From an optimization exercise on the open Yosys and OpenROAD flow, aimed at small area; shortcuts taken in it are not production practice. The RTL was checked by simulation tests, not by an equivalence proof against the original design. The clock input has no modelled driver; a real chip could not lean on it and would need a root buffer or a full tree. Power is estimated from default activity; no workload was simulated.

Setup of indigo:
==> flow/design.v <==
`timescale 1ns/1ps
module cnn_fa (
    input  logic a,
    input  logic b,
    input  logic c,
    output logic s,
    output logic co
);
    assign s  = a ^ b ^ c;
    assign co = (a & b) | (a & c) | (b & c);
endmodule
module cnn_ha (
    input  logic a,
    input  logic b,
    output logic s,
    output logic co
);
    assign s  = a ^ b;
    assign co = a & b;
endmodule
module cnn_mux4 (
    input  logic [3:0] sel,
    input  logic [3:0] d,
    output logic       y
);
    logic abc_n;
    logic last_n;
    assign abc_n  = ~((sel[0] & d[0]) | (sel[1] & d[1]) | (sel[2] & d[2]));
    assign last_n = ~(sel[3] & d[3]);
    assign y      = ~(abc_n & last_n);
endmodule
`timescale 1ns/1ps
module cnn_accel_top #(
    parameter int NUM_RESULTS = 16
) (
    input  logic       clk,
    input  logic       reset,
    input  logic       start_i,
    input  logic       weight_valid_i,
    input  logic [7:0] weight_data_i,
    input  logic       line_valid_i,
    input  logic [7:0] line_data_i,
    output logic       result_valid_o,
    output logic [7:0] result_data_o,
    output logic       done_o
);
    logic         w_q;           
    logic         l_q;           
    logic [3:0]   elem_cnt_q;    
    logic [1:0]   ph_q;          
    logic [2:0]   rnd_q;         
    logic [127:0] wsr_n_q;       
    logic [7:0]   line_n_q;      
    logic         mac_q;         
    logic         first_q;       
    logic [7:0]   lo_q;          
    logic [7:0]   hs_q;          
    logic [7:1]   hc_q;          
    logic [7:0]   hold_lo_q;     
    logic [7:0]   hold_hi_q;     
    logic weight_take;
    logic line_take;
    logic last_elem;
    logic last_line;
    logic split_mac;
    logic rnd0;                  
    logic quiet;
    assign weight_take = w_q && weight_valid_i;
    assign line_take   = l_q && line_valid_i;
    assign last_elem   = (elem_cnt_q == 4'd15);
    assign last_line   = line_take && last_elem;
    assign rnd0        = !rnd_q[2] && !rnd_q[0];
    assign quiet       = rnd_q[2] && !rnd_q[1];
    always_ff @(posedge clk or posedge reset) begin
        if (reset) begin
            w_q <= 1'b0;
            l_q <= 1'b0;
        end else begin
            if (!w_q && !l_q && start_i && !(rnd0 && ph_q == 2'd0)) begin
                w_q <= 1'b1;
            end else if (weight_take && last_elem) begin
                w_q <= 1'b0;
            end
            if (weight_take && last_elem) begin
                l_q <= 1'b1;
            end else if (last_line) begin
                l_q <= 1'b0;
            end
        end
    end
    always_ff @(posedge clk or posedge reset) begin
        if (reset) begin
            elem_cnt_q <= '0;
        end else if (weight_take || line_take) begin
            elem_cnt_q <= elem_cnt_q + 1'b1;
        end
    end
    always_ff @(posedge clk or posedge reset) begin
        if (reset) begin
            rnd_q <= 3'b100;
        end else if (last_line) begin
            rnd_q <= 3'b000;
        end else if (ph_q == 2'd3 && !quiet) begin
            rnd_q <= {rnd_q[1:0], !rnd_q[2]};
        end
    end
    always_ff @(posedge clk) begin
        if (last_line) begin
            ph_q <= 2'd0;
        end else begin
            ph_q <= ph_q + 1'b1;
        end
    end
    always_ff @(posedge clk) begin
        line_n_q <= ~(line_data_i & {8{line_take}});
        mac_q    <= line_take;
        first_q  <= line_take && (elem_cnt_q[2:0] == 3'd0);
    end
    always_ff @(posedge clk) begin
        if (weight_take || mac_q) begin
            wsr_n_q <= {~weight_data_i, wsr_n_q[127:8]};
        end
    end
    assign split_mac = first_q && elem_cnt_q[3];
    logic [7:0] pp [8];          
    logic [7:0] s  [8];          
    logic [7:0] c  [8];          
    logic [7:0] lo_g;            
    logic [7:0] hs_g;
    logic [7:1] hc_g;
    logic [7:0] lo_d;
    logic [7:0] lc;              
    logic [7:0] hs_d;
    logic [7:0] hc_d;            
    logic [7:0] hi;              
    logic [7:0] rc;              
    always_comb begin
        for (int i = 0; i < 8; i++) begin
            for (int j = 0; j < 8; j++) begin
                pp[i][j] = ~(wsr_n_q[j] | line_n_q[i]);
            end
        end
        lo_g = lo_q & {8{!first_q}};
        hs_g = hs_q & {8{!first_q}};
        hc_g = hc_q & {7{!first_q}};
    end
    assign s[0] = pp[0];
    assign c[0] = '0;
    genvar gi, gj;
    generate
        for (gi = 1; gi < 8; gi++) begin : g_row
            for (gj = 0; gj < 8; gj++) begin : g_col
                if (gi == 1 && gj < 7) begin : g_h
                    cnn_ha u_add (.a(pp[gi][gj]), .b(s[gi-1][gj+1]),
                                  .s(s[gi][gj]), .co(c[gi][gj]));
                end else if (gi == 1) begin : g_h8
                    cnn_ha u_add (.a(pp[gi][gj]), .b(hs_g[0]),
                                  .s(s[gi][gj]), .co(c[gi][gj]));
                end else if (gj < 7) begin : g_f
                    cnn_fa u_add (.a(pp[gi][gj]), .b(s[gi-1][gj+1]), .c(c[gi-1][gj]),
                                  .s(s[gi][gj]), .co(c[gi][gj]));
                end else begin : g_fl
                    cnn_fa u_add (.a(pp[gi][gj]), .b(c[gi-1][gj]), .c(hs_g[gi-1]),
                                  .s(s[gi][gj]), .co(c[gi][gj]));
                end
            end
        end
        cnn_ha u_hs0 (.a(s[7][1]), .b(c[7][0]), .s(hs_d[0]), .co(hc_d[1]));
        for (gj = 1; gj < 7; gj++) begin : g_hs
            cnn_fa u_add (.a(s[7][gj+1]), .b(c[7][gj]), .c(hc_g[gj]),
                          .s(hs_d[gj]), .co(hc_d[gj+1]));
        end
        assign hs_d[7] = c[7][7] ^ hc_g[7] ^ hs_g[7];
        assign hc_d[0] = 1'b0;
        cnn_ha u_lo0 (.a(lo_g[0]), .b(s[0][0]), .s(lo_d[0]), .co(lc[0]));
        for (gj = 1; gj < 7; gj++) begin : g_lo
            cnn_fa u_add (.a(lo_g[gj]), .b(s[gj][0]), .c(lc[gj-1]),
                          .s(lo_d[gj]), .co(lc[gj]));
        end
        assign lo_d[7] = lo_g[7] ^ s[7][0] ^ lc[6];
        assign lc[7]   = 1'b0;
        assign hi[0] = hs_q[0];
        assign rc[0] = 1'b0;
        cnn_ha u_hi1 (.a(hs_q[1]), .b(hc_q[1]), .s(hi[1]), .co(rc[1]));
        for (gj = 2; gj < 7; gj++) begin : g_hi
            cnn_fa u_add (.a(hs_q[gj]), .b(hc_q[gj]), .c(rc[gj-1]),
                          .s(hi[gj]), .co(rc[gj]));
        end
        assign hi[7] = hs_q[7] ^ hc_q[7] ^ rc[6];
        assign rc[7] = 1'b0;
    endgenerate
    always_ff @(posedge clk) begin
        lo_q <= lo_d;
        hs_q <= hs_d;
        hc_q <= hc_d[7:1];
    end
    always_ff @(posedge clk) begin
        if (split_mac) begin
            hold_lo_q <= lo_q;
            hold_hi_q <= hi;
        end
    end
    assign done_o         = rnd0 && ph_q == 2'd3;
    assign result_valid_o = rnd_q[0] || rnd_q[1];
    logic [3:0] osel;
    assign osel = {ph_q == 2'd3, ph_q == 2'd2, ph_q == 2'd1, ph_q == 2'd0};
    generate
        for (gj = 0; gj < 8; gj++) begin : g_out
            cnn_mux4 u_mux (.sel(osel), .d({hi[gj], hold_hi_q[gj], lo_q[gj], hold_lo_q[gj]}),
                            .y(result_data_o[gj]));
        end
    endgenerate
endmodule
export LEC_CHECK = 0
export CAP_MARGIN = 20
export CORE_MARGIN = 2
export CORE_UTILIZATION = 65
export CTS_BUF_LIST = sky130_fd_sc_hd__clkbuf_8
export SLEW_MARGIN = 20
export SYNTH_HIERARCHICAL = 1
create_clock -name core_clock -period 5.5 [get_ports {clk}]
standard.sh (not shown) runs the stock make flow with config.mk's settings and CLKGATE_MAP_FILE= SYNTH_SCRIPT=/design/flow/synth_recipe.tcl, a recipe that flattens the netlist after the stock synthesis.
==> flow/flow/run.sh <==
#!/bin/bash
# Layout flow: the standard ORFS flow (standard.sh, synthesis unchanged) with
#  - port buffers of the smallest buffer cell,
#  - its own clock tree (flow/own_cts.tcl): the clock port drives one root buffer that
#    drives one leaf buffer per cluster of about 16 flip-flops,
#  - power recovery after global routing, followed by a design repair (flow/grt_pre.tcl).
# The full make output goes to flow_make.log in the work folder; ORFS keeps each
# tool's own log under orfs/logs/.
set -euo pipefail
export BUFFER_PORTS_ARGS="-buffer_cell sky130_fd_sc_hd__buf_1"
export PRE_CTS_TCL="$PWD/flow/cts_pre.tcl"
export PRE_GLOBAL_ROUTE_TCL="$PWD/flow/grt_pre.tcl"
bash standard.sh > flow_make.log 2>&1
==> flow/flow/grt_pre.tcl <==
# Sourced by ORFS's global_route.tcl before global routing (PRE_GLOBAL_ROUTE_TCL):
# power recovery (downsizing gates off the critical paths), then a design repair so
# that no net it weakened is left with a slew or capacitance violation.
proc recover_power_helper { } {
  log_cmd repair_timing -verbose -recover_power 100
  log_cmd repair_design -verbose -cap_margin $::env(CAP_MARGIN) -slew_margin $::env(SLEW_MARGIN)
  log_cmd detailed_placement
}
Other scripts of this flow, unchanged in this note and not shown: flow/flow/cts_pre.tcl, flow/flow/own_cts.tcl
--- input diff indigo..nickel ---
--- a/flow/flow/run.sh
+++ b/flow/flow/run.sh
@@ -5,2 +5 @@
-#    drives one leaf buffer per cluster of about 16 flip-flops,
-#  - power recovery after global routing, followed by a design repair (flow/grt_pre.tcl).
+#    drives one leaf buffer per cluster of about 16 flip-flops.
@@ -12 +10,0 @@
-export PRE_GLOBAL_ROUTE_TCL="$PWD/flow/grt_pre.tcl"
removed: flow/flow/grt_pre.tcl
==> notes.md <==
Re highest ir drop seen on vdd: nickel and indigo aren't equal, and the higher value belongs to nickel. Going from indigo to nickel, maximum clock frequency picked up an extra about 3%; total detailed-routing wirelength fell by 0.88%; clock skew saw little to no change. The critical path launch point comes out first_q$_DFF_P_ in one run and hc_q[1]$_DFF_P_ in the other, namely in indigo and nickel respectively. Between nickel and indigo, the final-layout worst hold slack figures differ only marginally. Number of filler cells placed in the layout: indigo vs nickel, no meaningful difference.
No run of this note takes its clock network from TritonCTS; it comes from the design's own scripts or RTL.


## the baseline
Another version of the RTL of cnn_accel_top (not shown whole).
Size in the first run: ~520 cells after synthesis, ~190 flip-flops, about 31 I/O pins, roughly 8100 sq um of cells after synthesis.
Settings: LEC_CHECK=0, CAP_MARGIN=20, CORE_MARGIN=2, CORE_UTILIZATION=65, CTS_BUF_LIST=sky130_fd_sc_hd__clkbuf_8, SLEW_MARGIN=20, SYNTH_HIERARCHICAL=1; clock period 5.5 ns.
run.sh (not shown) runs the stock make flow with config.mk's settings and CLKGATE_MAP_FILE= SYNTH_SCRIPT=/design/flow/synth_recipe.tcl, a recipe that flattens the netlist after the stock synthesis.
Stock flow here: none of the scripts above is used.
The baseline finished every step from synthesis to the final layout, and the layout passed the timing, DRC and antenna checks.
> inputs changed (the baseline -> the candidate)
==> flow/flow/run.sh (new file) <==
#!/bin/bash
# Layout flow: the standard ORFS flow (standard.sh, synthesis unchanged) with
#  - port buffers of the smallest buffer cell,
#  - clock tree synthesis without dummy loads,

# The full make output goes to flow_make.log in the work folder; ORFS keeps each
# tool's own log under orfs/logs/.
set -euo pipefail
export BUFFER_PORTS_ARGS="-buffer_cell sky130_fd_sc_hd__buf_1"
export CTS_ARGS="-sink_clustering_enable -repair_clock_nets -dont_use_dummy_load -buf_list sky130_fd_sc_hd__clkbuf_8 -sink_clustering_size 18 -sink_clustering_max_diameter 60"
bash standard.sh > flow_make.log 2>&1
==> flow/standard.sh (new file) <==
#!/bin/bash
# synth_recipe.tcl (not shown) runs the flow's synth.tcl, then flattens the netlist and writes it again
# the make line also repeats each setting of config.mk as NAME=value (left out here)
make -C /OpenROAD-flow-scripts/flow DESIGN_CONFIG=/design/flow/config.mk WORK_HOME=/design/flow/orfs CLKGATE_MAP_FILE= SYNTH_SCRIPT=/design/flow/synth_recipe.tcl "${@:-finish}"
removed: flow/run.sh
## What came out
The candidate was carried through to the last stage, and its layout satisfied the timing, DRC and antenna checks.
The candidate: sequential share of layout area is 2.1 points higher than what the baseline reported.
The candidate: core utilization 2.6 points below the baseline
Relative to the baseline, met3 usage in global routing has increased by 0.68 points in the candidate.
Final design area excluding fillers: the candidate vs the baseline down about 3.5%
In the reports for the baseline and the candidate, the larger largest net degree at the start of global routing belongs to the baseline.
Against the baseline, reported clock group power in the candidate came out better.
Of the baseline and the candidate, the run reporting the lower worst setup slack after layout was the baseline.


Starting RTL as in the previous note.
==> flow/config.mk <==
export PLATFORM = sky130hd
export DESIGN_NAME = cnn_accel_top
export DESIGN_NICKNAME = cnn_accel_top
export VERILOG_FILES = /design/flow/design.v
export SDC_FILE = /design/flow/constraint.sdc
export NUM_CORES = 4
export LEC_CHECK = 0
export CAP_MARGIN = 20
export CORE_MARGIN = 2
export CORE_UTILIZATION = 45
export SLEW_MARGIN = 20
export SYNTH_HIERARCHICAL = 1
==> flow/constraint.sdc <==
create_clock -name core_clock -period 5.5 [get_ports {clk}]
set_input_delay 1.1000 -clock core_clock [delete_from_list [all_inputs] [get_ports {clk}]]
set_output_delay 1.1000 -clock core_clock [all_outputs]
set_load 0.01 [all_outputs]
Stock flow here: none of the scripts above is used.
The first run finished clean.
Edit:
==> flow/flow/run.sh (new file) <==
#!/bin/bash
# Layout flow: the standard ORFS flow (standard.sh, synthesis unchanged) with
#  - port buffers of the smallest buffer cell,
#  - clock tree synthesis without dummy loads,

# The full make output goes to flow_make.log in the work folder; ORFS keeps each
# tool's own log under orfs/logs/.
set -euo pipefail
export BUFFER_PORTS_ARGS="-buffer_cell sky130_fd_sc_hd__buf_1"
export CTS_ARGS="-sink_clustering_enable -repair_clock_nets -dont_use_dummy_load -buf_list sky130_fd_sc_hd__clkbuf_8"
bash standard.sh > flow_make.log 2>&1
==> flow/standard.sh (new file) <==
#!/bin/bash
# synth_recipe.tcl (not shown) runs the flow's synth.tcl, then flattens the netlist and writes it again
# the make line also repeats each setting of config.mk as NAME=value (left out here)
make -C /OpenROAD-flow-scripts/flow DESIGN_CONFIG=/design/flow/config.mk WORK_HOME=/design/flow/orfs CLKGATE_MAP_FILE= SYNTH_SCRIPT=/design/flow/synth_recipe.tcl "${@:-finish}"
--- a/flow/config.mk
+++ b/flow/config.mk
@@ -9,3 +9,4 @@
 export CORE_MARGIN = 2
-export CORE_UTILIZATION = 45
+export CORE_UTILIZATION = 65
+export CTS_BUF_LIST = sky130_fd_sc_hd__clkbuf_8
 export SLEW_MARGIN = 20
removed: flow/run.sh
After rerunning: The changed run completed with no timing, DRC or antenna violations; die area drops by 30%; fmax climbs by 6.6%; core utilization climbs by 18 points; wire length drops by 3.2%; register-to-register slack is worse by 30 ps.
Edit:
--- a/flow/flow/run.sh
+++ b/flow/flow/run.sh
@@ -4,3 +4,3 @@
 #  - clock tree synthesis without dummy loads,
-
+#  - power recovery (downsizing gates off the critical paths) after global routing.
 # The full make output goes to flow_make.log in the work folder; ORFS keeps each
@@ -10,2 +10,3 @@
 export CTS_ARGS="-sink_clustering_enable -repair_clock_nets -dont_use_dummy_load -buf_list sky130_fd_sc_hd__clkbuf_8"
+export RECOVER_POWER=100
 bash standard.sh > flow_make.log 2>&1
Outcome: The new run produced a layout that fails on capacitance limit, slew limit; critical path depth does not change; cell count stays the same; total power is about the same; via count is lower by about 0.34%; worst hold slack is about the same; fmax is lower by 1.1%; area after synthesis does not change.


Setup of job 1119:
cnn_accel_top, a different RTL version from the one above (not shown whole).
Size in the first run: about 460 cells after synthesis, ~190 flip-flops, ~31 I/O pins, roughly 7700 um2 of cells after synthesis.
Design cnn_accel_top, start of the top module:
module cnn_accel_top #(
    parameter int NUM_RESULTS = 16
) (
    input  logic       clk,
    input  logic       reset,
    input  logic       start_i,
    input  logic       weight_valid_i,
    input  logic [7:0] weight_data_i,
    input  logic       line_valid_i,
    input  logic [7:0] line_data_i,
    output logic       result_valid_o,
    output logic [7:0] result_data_o,
    output logic       done_o
);
export LEC_CHECK = 0
export CAP_MARGIN = 20
export CORE_MARGIN = 2
export CORE_UTILIZATION = 80
export CTS_BUF_LIST = sky130_fd_sc_hd__clkbuf_8
export PLACE_DENSITY = 0.85
export SLEW_MARGIN = 20
export SYNTH_HIERARCHICAL = 1
create_clock -name core_clock -period 5.5 [get_ports {clk}]
standard.sh (not shown) runs the stock make flow with config.mk's settings and CLKGATE_MAP_FILE= SYNTH_SCRIPT=/design/flow/synth_recipe.tcl, a recipe that flattens the netlist after the stock synthesis.
==> flow/flow/run.sh <==
#!/bin/bash
# Layout flow: the standard ORFS flow (standard.sh, synthesis unchanged) with
#  - port buffers of the smallest buffer cell,
#  - its own clock tree (flow/own_cts.tcl): the clock port drives one root buffer that
#    drives one leaf buffer per cluster of about 16 flip-flops.
# The full make output goes to flow_make.log in the work folder; ORFS keeps each
# tool's own log under orfs/logs/.
set -euo pipefail
export BUFFER_PORTS_ARGS="-buffer_cell sky130_fd_sc_hd__buf_1"
export PRE_CTS_TCL="$PWD/flow/cts_pre.tcl"
bash standard.sh > flow_make.log 2>&1
Other scripts of this flow, unchanged in this note and not shown: flow/flow/cts_pre.tcl, flow/flow/own_cts.tcl
#### Input delta (job 4996 over job 1119)
--- a/flow/config.mk
+++ b/flow/config.mk
@@ -10 +10 @@
-export CORE_UTILIZATION = 80
+export CORE_UTILIZATION = 65
@@ -12 +11,0 @@
-export PLACE_DENSITY = 0.85
--- outcome ---
Job 4996 | status: complete | timing, DRC, antenna: pass. Diff job 1119 -> job 4996: sequential cell count did not really move, adder-cell share of the synthesized area did not really move, post-route non-filler standard cell count went up. Job 4996 against job 1119: via count moved down; cell area level. Compared with job 1119, job 4996 shows overall die height that has gone up by more than 10%. Sort job 1119 and job 4996 by HPWL after detailed placement asc -> top: job 4996. The utilization after layout reported for job 4996 is smaller than that of job 1119 by 16 points. Met2 wire length: job 4996 lower than job 1119. In job 4996, global routing met1 resource utilization is lower than in job 1119. Final total power in job 4996 is about 3.2% below job 1119.
For job 2124, these inputs were changed with respect to job 4996:
--- a/flow/config.mk
+++ b/flow/config.mk
@@ -8 +8 @@
-export CAP_MARGIN = 20
+export CAP_MARGIN = 5
@@ -12 +12 @@
-export SLEW_MARGIN = 20
+export SLEW_MARGIN = 5
--- outcome ---
The total non-filler cell area in the finished layout was comparable across job 4996 and job 2124.
Job 2124 vs job 4996 — worst path setup slack after routing rose 0.0068 ns.
Between job 2124 and job 4996, the global-route usage figures differ only marginally.
| final clock period utilization by the worst path | job 2124 vs job 4996 | ≈ equal |
Compared with job 4996, in job 2124 first-pass GRT wire length level; detailed placement HPWL moved down; multi-input combinational area share level.
The busiest layer in global routing comes out met2 in one run and met1 in the other, namely in job 4996 and job 2124 respectively.
Delta(total iterations of the first detailed-routing run, job 2124 - job 4996) > 0
When job 2124 is measured against job 4996, its worst hold slack across all endpoints turns out 0.0036 ns lower.
No run of this note takes its clock network from TritonCTS; it comes from the design's own scripts or RTL.

[afterwards: timing with drivers on the ports]
Ports are ideal in the flow. The routed layouts listed here were re-timed in OpenROAD.
Step 1: set_driving_cell puts a clkbuf_16 on clk and a buf_2 on each other input, an assumption about the parent block.
Step 2 times the ports against the registers' clock, not the clock port: input delays grow and output delays shrink by t, the midpoint of the rising clock arrivals with the driver on.
Slacks: no drivers / after step 1 / after step 2; pairs: no drivers / after step 1.
run	shift t [ns]	setup WS [ns]	worst hold slack (ns)	worst register clock-pin slew, ns
indigo	0.450	0.719 / 0.719 / 0.719	0.388 / 0.388 / 0.388	0.10 / 0.10
nickel	0.448	0.854 / 0.823 / 1.068	0.386 / 0.386 / 0.386	0.10 / 0.10
the baseline	0.472	0.576 / 0.540 / 0.979	0.418 / 0.418 / 0.418	0.10 / 0.10
the candidate	0.474	0.861 / 0.825 / 1.006	0.405 / 0.405 / 0.405	0.09 / 0.09
the first run of note 3	0.468	0.556 / 0.514 / 0.981	0.418 / 0.418 / 0.418	0.08 / 0.08
the second run of note 3	0.474	0.861 / 0.825 / 1.006	0.405 / 0.405 / 0.405	0.09 / 0.09
the third run of note 3	0.472	0.811 / 0.811 / 0.445	0.406 / 0.406 / 0.406	0.09 / 0.09
job 1119	0.579	0.442 / 0.442 / 0.442	0.415 / 0.415 / 0.415	0.10 / 0.10
job 4996	0.576	0.602 / 0.602 / 0.602	0.418 / 0.418 / 0.418	0.11 / 0.11
job 2124	0.596	0.609 / 0.609 / 0.609	0.414 / 0.414 / 0.414	0.11 / 0.11
The setup slack of the third run of note 3, which loses most, moves by 0.000 ns with the drivers and by -0.366 ns with both steps.
